Source: an optimization exercise on an open RTL-to-GDS flow (aim: small area, a short achievable clock period and few clock cycles per item). Production flows keep margins and buffers that such runs may drop.
At most, simulation tests tie the RTL to the original design; equivalence was not proved.

## dct8_stream
module dct8_stream #(
    parameter int IN_W        = 8,
    parameter int OUT_W       = 14,
    parameter int LEVEL_SHIFT = 0
) (
    input  logic                    clk,
    input  logic                    rst,
    input  logic                    en,
    input  logic                    in_valid,
    output logic                    in_ready,
    input  logic [IN_W-1:0]         x0,
    input  logic [IN_W-1:0]         x1,
    input  logic [IN_W-1:0]         x2,
    input  logic [IN_W-1:0]         x3,
    input  logic [IN_W-1:0]         x4,
    input  logic [IN_W-1:0]         x5,
    input  logic [IN_W-1:0]         x6,
    input  logic [IN_W-1:0]         x7,
    output logic                    out_valid,
    input  logic                    out_ready,
    output logic signed [OUT_W-1:0] y0,
    output logic signed [OUT_W-1:0] y1,
    output logic signed [OUT_W-1:0] y2,
    output logic signed [OUT_W-1:0] y3,
    output logic signed [OUT_W-1:0] y4,
    output logic signed [OUT_W-1:0] y5,
    output logic signed [OUT_W-1:0] y6,
    output logic signed [OUT_W-1:0] y7
);
  ...
For scale: about 2800 cells after synthesis, roughly 240 flip-flops, ~180 I/O pins, roughly 34000 um^2 of cells after synthesis.
export LEC_CHECK = 0
export CAP_MARGIN = 20
export CORE_MARGIN = 2
export CORE_UTILIZATION = 50
export CTS_BUF_LIST = sky130_fd_sc_hd__clkbuf_8 sky130_fd_sc_hd__clkbuf_4
export SLEW_MARGIN = 20
export SYNTH_HIERARCHICAL = 1
create_clock -name core_clock -period 12.0 [get_ports {clk}]
standard.sh (not shown) runs the stock make flow with config.mk's settings and CLKGATE_MAP_FILE= SYNTH_SCRIPT=/design/flow/synth_recipe.tcl, a recipe that flattens the netlist after the stock synthesis.
==> flow/flow/run.sh <==
#!/bin/bash
# Standard ORFS layout, with repair_timing aiming below the clock period and
# plain buffers on the ports.
set -euo pipefail
bash standard.sh SETUP_SLACK_MARGIN=7 "BUFFER_PORTS_ARGS=-buffer_cell sky130_fd_sc_hd__buf_2" finish > standard_flow.log 2>&1
Next try:
CORE_UTILIZATION = 65   (was 50)
CTS_BUF_LIST = unset   (was sky130_fd_sc_hd__clkbuf_8 sky130_fd_sc_hd__clkbuf_4)
Effect:
- The changed run ran to the end with no violations
- routed wire length is about the same
- global-route usage rose by 6.8 points
- worst setup slack improves by 5.8 ps
- clock skew fell by 25 ps
- via count rose by 0.42%
- register-to-register slack stays flat
- design area fell by 0.55%
Next try:
CORE_UTILIZATION = 50   (was 65)
After rerunning: The changed run produced a clean layout. Critical path depth went down by 3. Core utilization came out lower by 17 points. Final cell count goes up by 5.0%. Wire length drops by about 0.36%. Hold slack improved by 5.4 ps. Die area grows by 29%. Final area increases by about 0.4%. Clock skew hardly moves. Area after synthesis stays the same.
No run of this note included a check of the RTL's function; only the layout flow was run.

== run 1 ==
dct8_stream, a different RTL version from the one above (not shown whole).
Size in the first run: ~3400 cells after synthesis, ~180 I/O pins, roughly 0.036 mm^2 of cells after synthesis.
==> flow/design.v (excerpt) <==
module dct8_stream #(
    parameter int IN_W        = 8,
    parameter int OUT_W       = 14,
    parameter int LEVEL_SHIFT = 0
) (
    input  logic                    clk,
    input  logic                    rst,
    input  logic                    en,
    input  logic                    in_valid,
    output logic                    in_ready,
    input  logic [IN_W-1:0]         x0,
    input  logic [IN_W-1:0]         x1,
    input  logic [IN_W-1:0]         x2,
    input  logic [IN_W-1:0]         x3,
    input  logic [IN_W-1:0]         x4,
    input  logic [IN_W-1:0]         x5,
    input  logic [IN_W-1:0]         x6,
    input  logic [IN_W-1:0]         x7,
    output logic                    out_valid,
    input  logic                    out_ready,
    output logic signed [OUT_W-1:0] y0,
    output logic signed [OUT_W-1:0] y1,
    output logic signed [OUT_W-1:0] y2,
    output logic signed [OUT_W-1:0] y3,
    output logic signed [OUT_W-1:0] y4,
    output logic signed [OUT_W-1:0] y5,
    output logic signed [OUT_W-1:0] y6,
    output logic signed [OUT_W-1:0] y7
);
export LEC_CHECK = 0
export ABC_AREA = 1
export CAP_MARGIN = 20
export CORE_MARGIN = 2
export CORE_UTILIZATION = 50
export SLEW_MARGIN = 20
export SYNTH_HIERARCHICAL = 1
create_clock -name core_clock -period 12.0 [get_ports {clk}]
==> flow/flow/run.sh <==
#!/bin/bash
# Standard ORFS layout, with repair_timing aiming below the clock period and
# plain buffers on the ports.
set -euo pipefail
bash standard.sh SETUP_SLACK_MARGIN=7.6 "BUFFER_PORTS_ARGS=-buffer_cell sky130_fd_sc_hd__buf_2" finish > standard_flow.log 2>&1
#### Input delta (run 2 over run 1)
==> flow/flow/run.sh <==
#!/bin/bash
# Standard ORFS layout, with repair_timing aiming below the clock period and
# plain buffers on the ports.
set -euo pipefail
bash standard.sh SETUP_SLACK_MARGIN=7.4 "BUFFER_PORTS_ARGS=-buffer_cell sky130_fd_sc_hd__buf_2" finish > standard_flow.log 2>&1
[summary]
In summary, run 2 completed successfully, with a layout that passed the timing, DRC and antenna checks.
Delta (run 2 minus run 1): required time at the worst-slack endpoint now sits at about the same level; worst-case hold slack now sits higher; path length in cells of the critical path now sits lower; post-placement cell count now sits at about the same level.
The maximum frequency in run 2 sits 1.9% below the value recorded for run 1.
The met3 demand-to-capacity share in global routing reported for run 2 is greater than that of run 1 by 0.81 points.
Post-route clock period utilization delta for run 2 relative to run 1: 0.73 points higher
Non-clock buffer count of run 2 falls short of that of run 1 by more than 10%.
Clock-buffer cell count | run 2 above run 1
No run of this note included a check of the RTL's function; only the layout flow was run.

Setup of lagoon:
dct8_stream, a different RTL version from the one above (not shown whole).
Size: ~180 I/O pins, roughly 0.037 mm^2 of cells after synthesis.
clock: 12.0 ns
lec_check: 0
abc_area: 1
cap_margin: 20
core_margin: 2
core_utilization: 50
slew_margin: 20
synth_hierarchical: 1
==> flow/flow/run.sh <==
#!/bin/bash
# Standard ORFS layout, with repair_timing aiming below the clock period and
# plain buffers on the ports.
set -euo pipefail
bash standard.sh SETUP_SLACK_MARGIN=7.5 "BUFFER_PORTS_ARGS=-buffer_cell sky130_fd_sc_hd__buf_2" finish > standard_flow.log 2>&1
Edits applied to the flow inputs when going from lagoon to indigo:
==> flow/flow/run.sh <==
#!/bin/bash
# Standard ORFS layout, with repair_timing aiming below the clock period and
# plain buffers on the ports.
set -euo pipefail
bash standard.sh SETUP_SLACK_MARGIN=7.4 "BUFFER_PORTS_ARGS=-buffer_cell sky130_fd_sc_hd__buf_2" finish > standard_flow.log 2>&1
--- a/flow/config.mk
+++ b/flow/config.mk
@@ -8 +7,0 @@
-export ABC_AREA = 1
Findings:
The final layout from indigo, which completed every stage, passed the timing, DRC and antenna checks at the end of the flow.
xor2_1 as the critical-path cell with the highest stage delay was reported by indigo, and fa_1 by lagoon.
Post-route core utilization (lower): lagoon
The die area reported for indigo is smaller than that of lagoon by about 5%.
On number of cells on the worst hold path, the higher figure sits with lagoon, not indigo.
Summary of indigo over lagoon: post-synthesis instance area went down about 5%; cell area after layout went down 3.0%; worst clock skew went down 0.0063 ns.
lagoon reports its uppermost metal layer occupied by signal nets as met4 while indigo reports met5.
Post-route minimum period (indigo over lagoon): increase, 0.36 ns
lagoon -> indigo: flip-flop and latch count delta 0, exact match
--- input diff indigo..onyx ---
==> flow/flow/run.sh <==
#!/bin/bash
# Standard ORFS layout, with repair_timing aiming below the clock period and
# plain buffers on the ports.
set -euo pipefail
bash standard.sh SETUP_SLACK_MARGIN=7.3 "BUFFER_PORTS_ARGS=-buffer_cell sky130_fd_sc_hd__buf_2" finish > standard_flow.log 2>&1
--- a/flow/config.mk
+++ b/flow/config.mk
@@ -12,0 +13 @@
+export TNS_END_PERCENT = 0
--- outcome ---
Cmp indigo and onyx / post-layout worst setup margin / lower: indigo. Relative to indigo, the initial antenna violation count of onyx is lower by 1. Cells: onyx has fewer instances than indigo. onyx vs indigo: post-layout net count down in onyx. indigo ended up with met5 as its top routing layer in use; onyx ended up with met4.
The inputs of cedar differ from those of onyx as listed below.
==> flow/flow/run.sh <==
#!/bin/bash
# Standard ORFS layout, with repair_timing aiming below the clock period and
# plain buffers on the ports.
set -euo pipefail
bash standard.sh SETUP_SLACK_MARGIN=7.2 "BUFFER_PORTS_ARGS=-buffer_cell sky130_fd_sc_hd__buf_2" finish > standard_flow.log 2>&1
--- a/flow/config.mk
+++ b/flow/config.mk
@@ -13 +12,0 @@
-export TNS_END_PERCENT = 0
[summary]
- Each of the runs, namely cedar and onyx, reached the end of the flow and came out clean.
- Diff onyx -> cedar | clock-buffer cell count | up by a few percent
- The count of fill cells added during filler insertion number comes out higher for onyx vs cedar.
- a3_r[6] as the worst setup path startpoint was reported by onyx, and a3_r[0] by cedar.
- cedar vs onyx — register share of the cell area dropped 0.21 points.
No functional check of the RTL was part of any run of this note.

dct8_stream, a different RTL version from the one above (not shown whole).
Size in the first run: roughly 2900 cells after synthesis, roughly 300 flip-flops, roughly 180 I/O pins.
// dct8_stream
module dct8_stream #(
    parameter int IN_W        = 8,
    parameter int OUT_W       = 14,
    parameter int LEVEL_SHIFT = 0
) (
    input  logic                    clk,
    input  logic                    rst,
    input  logic                    en,
    input  logic                    in_valid,
    output logic                    in_ready,
    input  logic [IN_W-1:0]         x0,
    input  logic [IN_W-1:0]         x1,
    input  logic [IN_W-1:0]         x2,
    input  logic [IN_W-1:0]         x3,
    input  logic [IN_W-1:0]         x4,
    input  logic [IN_W-1:0]         x5,
    input  logic [IN_W-1:0]         x6,
    input  logic [IN_W-1:0]         x7,
    output logic                    out_valid,
    input  logic                    out_ready,
    output logic signed [OUT_W-1:0] y0,
    output logic signed [OUT_W-1:0] y1,
    output logic signed [OUT_W-1:0] y2,
    output logic signed [OUT_W-1:0] y3,
    output logic signed [OUT_W-1:0] y4,
    output logic signed [OUT_W-1:0] y5,
    output logic signed [OUT_W-1:0] y6,
    output logic signed [OUT_W-1:0] y7
);
clock: 12.0 ns
lec_check: 0
cap_margin: 20
core_margin: 2
core_utilization: 50
slew_margin: 20
synth_hierarchical: 1
==> flow/flow/run.sh <==
#!/bin/bash
# Standard ORFS layout, with repair_timing aiming below the clock period.
set -euo pipefail
bash standard.sh SETUP_SLACK_MARGIN=${MARGIN:-7.5} finish > standard_flow.log 2>&1
Edit:
==> flow/run.sh (new file) <==
#!/bin/bash
# synth_recipe.tcl (not shown) runs the flow's synth.tcl, then flattens the netlist and writes it again
# the make line also repeats each setting of config.mk as NAME=value (left out here)
make -C /OpenROAD-flow-scripts/flow DESIGN_CONFIG=/design/flow/config.mk WORK_HOME=/design/flow/orfs CLKGATE_MAP_FILE= SYNTH_SCRIPT=/design/flow/synth_recipe.tcl finish
- SETUP_SLACK_MARGIN: unset -> 5
removed: flow/flow/run.sh
removed: flow/standard.sh
After rerunning: The changed run went through all stages and came out clean. Count of clock-buffer cells in the layout rises by 7. Utilization falls by 3.7 points.
Function was not checked in any run of this note: the RTL went through the layout flow alone.

Another version of the RTL of dct8_stream (not shown whole).
Size: ~2900 cells after synthesis, ~180 I/O pins.
export LEC_CHECK = 0
export CAP_MARGIN = 20
export CORE_MARGIN = 2
export CORE_UTILIZATION = 50
export SLEW_MARGIN = 20
export SYNTH_HIERARCHICAL = 1
create_clock -name core_clock -period 12.0 [get_ports {clk}]
==> flow/flow/run.sh <==
#!/bin/bash
# Standard ORFS layout, with repair_timing aiming below the clock period and
# plain buffers on the ports.
set -euo pipefail
bash standard.sh SETUP_SLACK_MARGIN=7.5 "BUFFER_PORTS_ARGS=-buffer_cell sky130_fd_sc_hd__buf_2" finish > standard_flow.log 2>&1
The first run produced a clean layout.
Testbench counts at the start, summed over its fixed seeds: cycles 1,040, items 1,024.
Rerun with:
==> flow/flow/run.sh (replaced) <==
#!/bin/bash
# Standard ORFS layout, with repair_timing aiming below the clock period and
# plain buffers on the ports.
set -euo pipefail
bash standard.sh SETUP_SLACK_MARGIN=7.4 "BUFFER_PORTS_ARGS=-buffer_cell sky130_fd_sc_hd__buf_2" finish > standard_flow.log 2>&1
--- a/flow/config.mk
+++ b/flow/config.mk
@@ -10 +10 @@
-export CORE_UTILIZATION = 50
+export CORE_UTILIZATION = 45
What happened: The changed run finished with timing, DRC and antenna clean. Design area falls by 2.4%. Register-to-register slack improves by 0.05 ns. Sequential share of layout area rises by 0.44 points. Worst setup slack improves by 0.048 ns. Utilization falls by 7.1 points. Synthesized area is unchanged.
Rerun with:
==> flow/flow/run.sh (replaced) <==
#!/bin/bash
# Standard ORFS layout, with repair_timing aiming below the clock period and
# plain buffers on the ports.
set -euo pipefail
bash standard.sh SETUP_SLACK_MARGIN=7.6 "BUFFER_PORTS_ARGS=-buffer_cell sky130_fd_sc_hd__buf_2" finish > standard_flow.log 2>&1
--- a/flow/config.mk
+++ b/flow/config.mk
@@ -7,0 +8 @@
+export ABC_AREA = 1
@@ -10 +11 @@
-export CORE_UTILIZATION = 45
+export CORE_UTILIZATION = 50
Maximum frequency increases by 3.1%.
Cell count increases by 19%.
Critical path depth increases by 6.
Count of clock-buffer cells in the layout increases by 1.
Worst hold slack loses 0.016 ns.
Synthesized area increases by 3.2%.
Cell area increases by 3.1%.
Clock skew increases by 0.0081 ns.
Setup slack gains 0.14 ns.
Rerun with:
==> flow/flow/run.sh (replaced) <==
#!/bin/bash
# Standard ORFS layout, with repair_timing aiming below the clock period and
# plain buffers on the ports.
set -euo pipefail
bash standard.sh SETUP_SLACK_MARGIN=7.4 "BUFFER_PORTS_ARGS=-buffer_cell sky130_fd_sc_hd__buf_2" finish > standard_flow.log 2>&1
--- a/flow/config.mk
+++ b/flow/config.mk
@@ -8 +7,0 @@
-export ABC_AREA = 1
Final area falls by 3.5%.
Count of clock-buffer cells in the layout is higher by 1.
Routed wire length is about the same.
Non-clock buffer count drops by 17.
Via count is lower by 9.5%.
Rerun with:
--- a/flow/config.mk
+++ b/flow/config.mk
@@ -12,0 +13 @@
+export TNS_END_PERCENT = 0
Result: Non-clock buffer count came out lower by 52; cell count went down by about 1.2%; final area goes down by about 2.2%; sequential share of layout area went up by 0.42 points; die area is unchanged; wire length came out higher by 0.42%; clock-buffer cell count goes up by 5.
Rerun with:
==> flow/flow/run.sh (replaced) <==
#!/bin/bash
# Standard ORFS layout, with repair_timing aiming below the clock period and
# plain buffers on the ports.
set -euo pipefail
bash standard.sh SETUP_SLACK_MARGIN=7.7 "BUFFER_PORTS_ARGS=-buffer_cell sky130_fd_sc_hd__buf_2" finish > standard_flow.log 2>&1
--- a/flow/config.mk
+++ b/flow/config.mk
@@ -13 +12,0 @@
-export TNS_END_PERCENT = 0
The changed run completed with no timing, DRC or antenna violations. Final area grows by 11%. Non-clock buffer count climbs by 269. Worst setup slack gets better by 0.044 ns. Sequential share of layout area went down by 1.9 points. Area after synthesis does not change.

== north ==
dct8_stream again, from the RTL that the note above started with.
==> flow/config.mk <==
export PLATFORM = sky130hd
export DESIGN_NAME = dct8_stream
export DESIGN_NICKNAME = dct8_stream
export VERILOG_FILES = /design/flow/design.v
export SDC_FILE = /design/flow/constraint.sdc
export NUM_CORES = 4
export LEC_CHECK = 0
export CAP_MARGIN = 20
export CORE_MARGIN = 2
export CORE_UTILIZATION = 50
export SLEW_MARGIN = 20
export SYNTH_HIERARCHICAL = 1
==> flow/constraint.sdc <==
create_clock -name core_clock -period 12.0 [get_ports {clk}]
set_input_delay 2.4000 -clock core_clock [delete_from_list [all_inputs] [get_ports {clk}]]
set_output_delay 2.4000 -clock core_clock [all_outputs]
set_load 0.01 [all_outputs]
==> flow/flow/run.sh <==
#!/bin/bash
# Standard ORFS layout, with repair_timing aiming below the clock period and
# plain buffers on the ports.
set -euo pipefail
bash standard.sh SETUP_SLACK_MARGIN=7.3 "BUFFER_PORTS_ARGS=-buffer_cell sky130_fd_sc_hd__buf_2" finish > standard_flow.log 2>&1
Testbench counts of north, summed over its fixed seeds: cycles 1,040, items 1,024.
What south does differently from north at the input level:
- setting TNS_END_PERCENT to 30 for the first time
==> flow/flow/run.sh <==
#!/bin/bash
# Standard ORFS layout, with repair_timing aiming below the clock period and
# plain buffers on the ports.
set -euo pipefail
bash standard.sh SETUP_SLACK_MARGIN=7.4 "BUFFER_PORTS_ARGS=-buffer_cell sky130_fd_sc_hd__buf_2" finish > standard_flow.log 2>&1
### Flow results
Minimum hold slack (lower): south
Compared south against north; clock network contribution to total cell area within noise.
Relative to north, the total detailed-routing wirelength of south is higher by 660 um.
## Diff of input files: east against south
- TNS_END_PERCENT no longer set, was 30
- ABC_AREA now 1, previously not set
Summary: with south as the reference, cell area reported after detailed placement in east moved up by a few percent. On flip-flop and latch count, east and south are neck and neck. Comparing east and south, the lower critical path depth in cells is on south. In east the area fraction in compound gates after synthesis turned out 7.1 points lower than in south. From south to east the numbers moved as follows: synthesized cell count now larger; share of the clock period used by the worst path now smaller; highest attainable clock frequency now larger; number of slew-limit violations in the final report comparable.

[static timing again, ports no longer ideal]
Ports are ideal in the flow. The routed layouts listed here were re-timed in OpenROAD. Step 1, drivers: a clkbuf_16 drives clk and a buf_2 each remaining input, both assumed. Step 2, shift: input delay + t, output delay - t, t = (earliest + latest rising clock arrival at the registers) / 2. This alone moves slack from input paths to output paths. a / b / c = ideal ports / drivers / drivers and shift; a / b = the first two.
run	t, ns	setup WS [ns]	hold slack, ns
the first run of note 1	0.699	7.078 / 7.078 / 7.078	0.501 / 0.501 / 0.501
the second run of note 1	0.679	7.083 / 7.083 / 7.083	0.496 / 0.496 / 0.496
the third run of note 1	0.665	7.100 / 7.100 / 7.100	0.501 / 0.501 / 0.501
run 1	0.629	7.584 / 7.584 / 7.151	0.482 / 0.482 / 0.482
run 2	0.636	7.496 / 7.496 / 6.961	0.491 / 0.491 / 0.491
lagoon	0.644	7.537 / 7.537 / 7.297	0.489 / 0.489 / 0.489
indigo	0.635	7.177 / 7.177 / 6.995	0.489 / 0.489 / 0.489
onyx	0.622	7.238 / 7.238 / 6.767	0.501 / 0.501 / 0.501
cedar	0.631	7.190 / 7.190 / 6.901	0.498 / 0.498 / 0.498
the first run of note 4	0.639	7.016 / 6.947 / 7.081	0.494 / 0.494 / 0.494
the second run of note 4	0.633	6.398 / 6.336 / 6.961	0.498 / 0.498 / 0.498
the first run of note 5	0.629	7.342 / 7.342 / 6.989	0.499 / 0.499 / 0.499
the second run of note 5	0.627	7.391 / 7.391 / 6.970	0.504 / 0.504 / 0.504
the third run of note 5	0.635	7.531 / 7.531 / 7.262	0.488 / 0.488 / 0.488
the fourth run of note 5	0.623	7.418 / 7.418 / 6.877	0.500 / 0.500 / 0.500
the fifth run of note 5	0.620	7.283 / 7.283 / 6.810	0.497 / 0.497 / 0.497
the sixth run of note 5	0.627	7.327 / 7.327 / 7.115	0.498 / 0.498 / 0.498
north	0.628	7.320 / 7.320 / 6.817	0.502 / 0.502 / 0.502
south	0.627	7.169 / 7.169 / 6.905	0.493 / 0.493 / 0.493
east	0.626	7.552 / 7.547 / 7.253	0.478 / 0.478 / 0.478
After both steps setup and hold are still met in every run listed. The setup slack of the fourth run of note 5, which loses most, moves by 0.000 ns with the drivers and by -0.541 ns with both steps.
